Context: an optimization exercise on an open-source flow, tuned for small area. The choices shown serve that exercise and are no tape-out recipe. The RTL was checked by simulation tests, not by an equivalence proof against the original design. Power is estimated from default activity; no workload was simulated. The flow treats the clock pin as an ideal source, which a real chip does not have.

exp/ember:
==> flow/design.v (excerpt) <==
module scan_top
#(
    parameter int FIFO_DEPTH = 4
)
(
    input  wire                         w_bus_clk,
    input  wire                         w_adc_rst,
    input  wire [3:0]                   sw,
    input  wire [11:0]      adc_data_0,
    input  wire [11:0]      adc_data_1,
    input  wire [11:0]      adc_data_2,
    input  wire                         sample_strobe,
    input  wire                         dma_on,
    input  wire [27:0]  dma_start_address,
    input  wire [27:0]  dma_buf_size,
    input  wire                         sdram_waitrequest,
    output logic [127:0]             sdram_writedata,
    output logic [27:0]       sdram_address,
    output logic                        sdram_write,
    output logic                        fifo_overflow,
    output logic [15:0]         dma_done_cnt
);
==> flow/config.mk <==
export PLATFORM = sky130hd
export DESIGN_NAME = scan_top
export DESIGN_NICKNAME = scan_top
export VERILOG_FILES = /design/flow/design.v
export SDC_FILE = /design/flow/constraint.sdc
export NUM_CORES = 4
export LEC_CHECK = 0
export CAP_MARGIN = 20
export CORE_MARGIN = 2
export CORE_UTILIZATION = 40
export PLACE_DENSITY = 0.9
export SLEW_MARGIN = 20
==> flow/constraint.sdc <==
create_clock -name core_clock -period 7.0 [get_ports {w_bus_clk}]
set_input_delay 1.4000 -clock core_clock [delete_from_list [all_inputs] [get_ports {w_bus_clk}]]
set_output_delay 1.4000 -clock core_clock [all_outputs]
set_load 0.01 [all_outputs]
standard.sh (not shown) runs the stock make flow with config.mk's settings and CLKGATE_MAP_FILE= SYNTH_SCRIPT=/design/flow/synth_recipe.tcl, a recipe that flattens the netlist after the stock synthesis.
==> flow/flow/run.sh <==
#!/bin/bash
# Own layout flow: the standard ORFS flow (standard.sh, with the standard
# synthesis unchanged), with two knobs changed after synthesis:
#  - the port buffers are sky130_fd_sc_hd__buf_1 (buffer_ports -buffer_cell)
#    instead of the resizer's default pick;
#  - the clock tree is built without dummy loads (-dont_use_dummy_load).
# Each step's full output goes to a log of its own in this folder; ORFS also
# keeps its per-step logs under orfs/logs.
set -euo pipefail
CTS="-sink_clustering_enable -repair_clock_nets -sink_clustering_size 30"
CTS="$CTS -sink_clustering_max_diameter 100 -buf_list sky130_fd_sc_hd__clkbuf_16"
CTS="$CTS -dont_use_dummy_load"
bash standard.sh synth > synth.log 2>&1
bash standard.sh "BUFFER_PORTS_ARGS=-buffer_cell sky130_fd_sc_hd__buf_1" \
    "CTS_ARGS=$CTS" finish > layout.log 2>&1
exp/ember: all stages complete, timing, DRC and antenna checks passed
Modified inputs, exp/delta compared to exp/ember
Settings: PLACE_DENSITY: 0.9 -> 0.8.
### Flow results
- The setup slack of exp/delta is larger than that of exp/ember.
- As far as register share of total power is concerned, exp/ember and exp/delta perform about the same.
- exp/ember reports its startpoint of the most critical setup path as grant[1]$_SDFFE_PP0P_ while exp/delta reports grant[0]$_SDFFE_PP0P_.
- [diff] via count, exp/delta relative to exp/ember: improvement
- Final-layout clock buffer total: exp/delta vs exp/ember up 1
For exp/willow, these inputs were changed with respect to exp/delta:
Settings: PLACE_DENSITY no longer set, was 0.8; CAP_MARGIN now 0, was 20; CTS_CLUSTER_DIAMETER now 80, previously not set; CTS_BUF_LIST now sky130_fd_sc_hd__clkbuf_16, previously not set; SLEW_MARGIN now 0, was 20; CTS_CLUSTER_SIZE now 30, previously not set.
==> flow/run.sh (new file) <==
#!/bin/bash
# synth_recipe.tcl (not shown) runs the flow's synth.tcl, then flattens the netlist and writes it again
# the make line also repeats each setting of config.mk as NAME=value (left out here)
make -C /OpenROAD-flow-scripts/flow DESIGN_CONFIG=/design/flow/config.mk WORK_HOME=/design/flow/orfs CLKGATE_MAP_FILE= SYNTH_SCRIPT=/design/flow/synth_recipe.tcl finish
removed: flow/flow/run.sh
removed: flow/standard.sh
Results
Of exp/delta and exp/willow, the run reporting the higher fraction of layout cells with a size suffix above 1 was exp/willow. The lower final-layout fill cell count of exp/delta and exp/willow is in exp/delta. Part of the total power dissipated in the clock network for exp/willow: 5.4 points up relative to exp/delta. Post-layout instance area is higher on exp/willow. Changes observed in exp/willow relative to exp/delta: total met3 wirelength after detailed routing moved down; utilization higher; setup slack of the most critical reg-to-reg path has increased. Clock skew: higher on exp/delta.

---

== v49 ==
Another version of the RTL of scan_top (not shown whole).
For scale: ~3,500 cells after synthesis, about 0.060 mm² of cells after synthesis.
==> flow/config.mk <==
export PLATFORM = sky130hd
export DESIGN_NAME = scan_top
export DESIGN_NICKNAME = scan_top
export VERILOG_FILES = /design/flow/design.v
export SDC_FILE = /design/flow/constraint.sdc
export NUM_CORES = 4
export LEC_CHECK = 0
export CAP_MARGIN = 20
export CORE_MARGIN = 2
export CORE_UTILIZATION = 50
export PLACE_DENSITY = 0.8
export SLEW_MARGIN = 20
==> flow/constraint.sdc <==
create_clock -name core_clock -period 7.0 [get_ports {w_bus_clk}]
set_input_delay 1.4000 -clock core_clock [delete_from_list [all_inputs] [get_ports {w_bus_clk}]]
set_output_delay 1.4000 -clock core_clock [all_outputs]
set_load 0.01 [all_outputs]
==> flow/flow/run.sh <==
#!/bin/bash
# Own layout flow: the standard ORFS flow (standard.sh, with the standard
# synthesis unchanged), with two knobs changed after synthesis:
#  - the port buffers are sky130_fd_sc_hd__buf_1 (buffer_ports -buffer_cell)
#    instead of the resizer's default pick;
#  - the clock tree is built without dummy loads (-dont_use_dummy_load).
# Each step's full output goes to a log of its own in this folder; ORFS also
# keeps its per-step logs under orfs/logs.
set -euo pipefail
CTS="-sink_clustering_enable -repair_clock_nets -sink_clustering_size 32"
CTS="$CTS -sink_clustering_max_diameter 100 -buf_list sky130_fd_sc_hd__clkbuf_16"
CTS="$CTS -dont_use_dummy_load"
bash standard.sh synth > synth.log 2>&1
bash standard.sh "BUFFER_PORTS_ARGS=-buffer_cell sky130_fd_sc_hd__buf_1" \
    "CTS_ARGS=$CTS" finish > layout.log 2>&1
[inputs] v47 vs v49
Settings: changing CORE_UTILIZATION from 50 to 60; changing PLACE_DENSITY from 0.8 to 0.85.
The final layouts of v49 and v47 pass the timing, DRC and antenna checks. Compared with v49, power in combinational cells in v47 increased by a few percent. For v49, the worst setup path startpoint was gsel[1]$_SDFFE_PP0P_, unlike v47, where it was gsel[0]$_SDFFE_PP1P_. Side by side, worst hold slack turned out higher in v47 than in v49. Total non-filler cell area in the finished layout shrinks slightly when moving from v49 to v47. Critical path depth sits higher in v47 than in v49.
diff inputs: v47 => v16
Settings: CORE_UTILIZATION: 60 -> 50; PLACE_DENSITY: 0.85 -> 0.8.
--- a/flow/flow/run.sh
+++ b/flow/flow/run.sh
@@ -10 +10 @@
-CTS="-sink_clustering_enable -repair_clock_nets -sink_clustering_size 32"
+CTS="-sink_clustering_enable -repair_clock_nets -sink_clustering_size 30"
v16 completed end to end with timing, DRC and antenna clean.
Looking only at via count, and setting everything else aside, the lower value of v47 and v16 goes to v16.
The total routing usage reported by global routing of v16 falls short of that of v47 by 5.7 points.
Worst slew slack as a fraction of its limit: v16 vs v47 up 3.6 points
v16 — maximum frequency 0.00056 GHz higher, v47 as reference
Of v47 and v16, the higher data arrival time at the worst-slack endpoint belongs to v47.
Fraction of synthesis flops using an asynchronous set or reset pin came out exactly the same in v47 and v16.
v16 against v47: setup slack moved up; multi-input gate count level.
Setup slack after placement improves in v16 relative to v47.
#### Input delta (v38 over v16)
Settings: CORE_UTILIZATION changed from 50 to 40.
--- a/flow/flow/run.sh
+++ b/flow/flow/run.sh
@@ -10 +10 @@
-CTS="-sink_clustering_enable -repair_clock_nets -sink_clustering_size 30"
+CTS="-sink_clustering_enable -repair_clock_nets -sink_clustering_size 32"
Results
v38 reports a higher y dimension of the die than v16 does. Across both runs, worst setup slack was lower for v38 than for v16. | sum of routed wire length over all layers | lower: v16 |. v16 → v38: routed via count divided by cell count went down 6.5%, cell area went up about 0.8%, clock network area share held. v16 → v38: power dropped about 0.45%, area growth from synthesis to layout increased 0.82 points. Portion of total power attributed to the clock network sits lower in v38 than in v16.

-- what the ideal ports hide --
No port has a modelled driver above. Below, the same layouts with a new extraction and two added sets of constraints.
Step 1 (the two cells are an assumption about what drives the block):
set clk [get_ports {w_bus_clk}]
set_driving_cell -lib_cell sky130_fd_sc_hd__clkbuf_16 $clk
set_driving_cell -lib_cell sky130_fd_sc_hd__buf_2 [delete_from_list [all_inputs] $clk]
Step 2 times the ports against the registers' clock, not the clock port: input delays grow and output delays shrink by t, the midpoint of the rising clock arrivals with the driver on.
Three values: ideal ports, drivers, drivers and shift; two values: the first two.
| run | t (ns) | slack for setup (ns) | worst setup path at the end | latest minus earliest clock arrival (ns) |
|---|---|---|---|---|
| exp/ember | 0.758 | 0.264 / 0.194 / 0.951 | register to output | 0.158 / 0.157 |
| exp/delta | 0.760 | 0.275 / 0.208 / 0.968 | register to output | 0.114 / 0.113 |
| exp/willow | 0.791 | 0.210 / 0.131 / 0.923 | register to output | 0.062 / 0.063 |
| v49 | 0.747 | 0.302 / 0.235 / 0.982 | register to output | 0.138 / 0.138 |
| v47 | 0.761 | 0.283 / 0.213 / 0.723 | register to register | 0.134 / 0.134 |
| v16 | 0.738 | 0.309 / 0.240 / 0.978 | register to output | 0.143 / 0.143 |
| v38 | 0.772 | 0.233 / 0.155 / 0.927 | register to output | 0.106 / 0.106 |
After both steps every run listed still meets setup and hold.
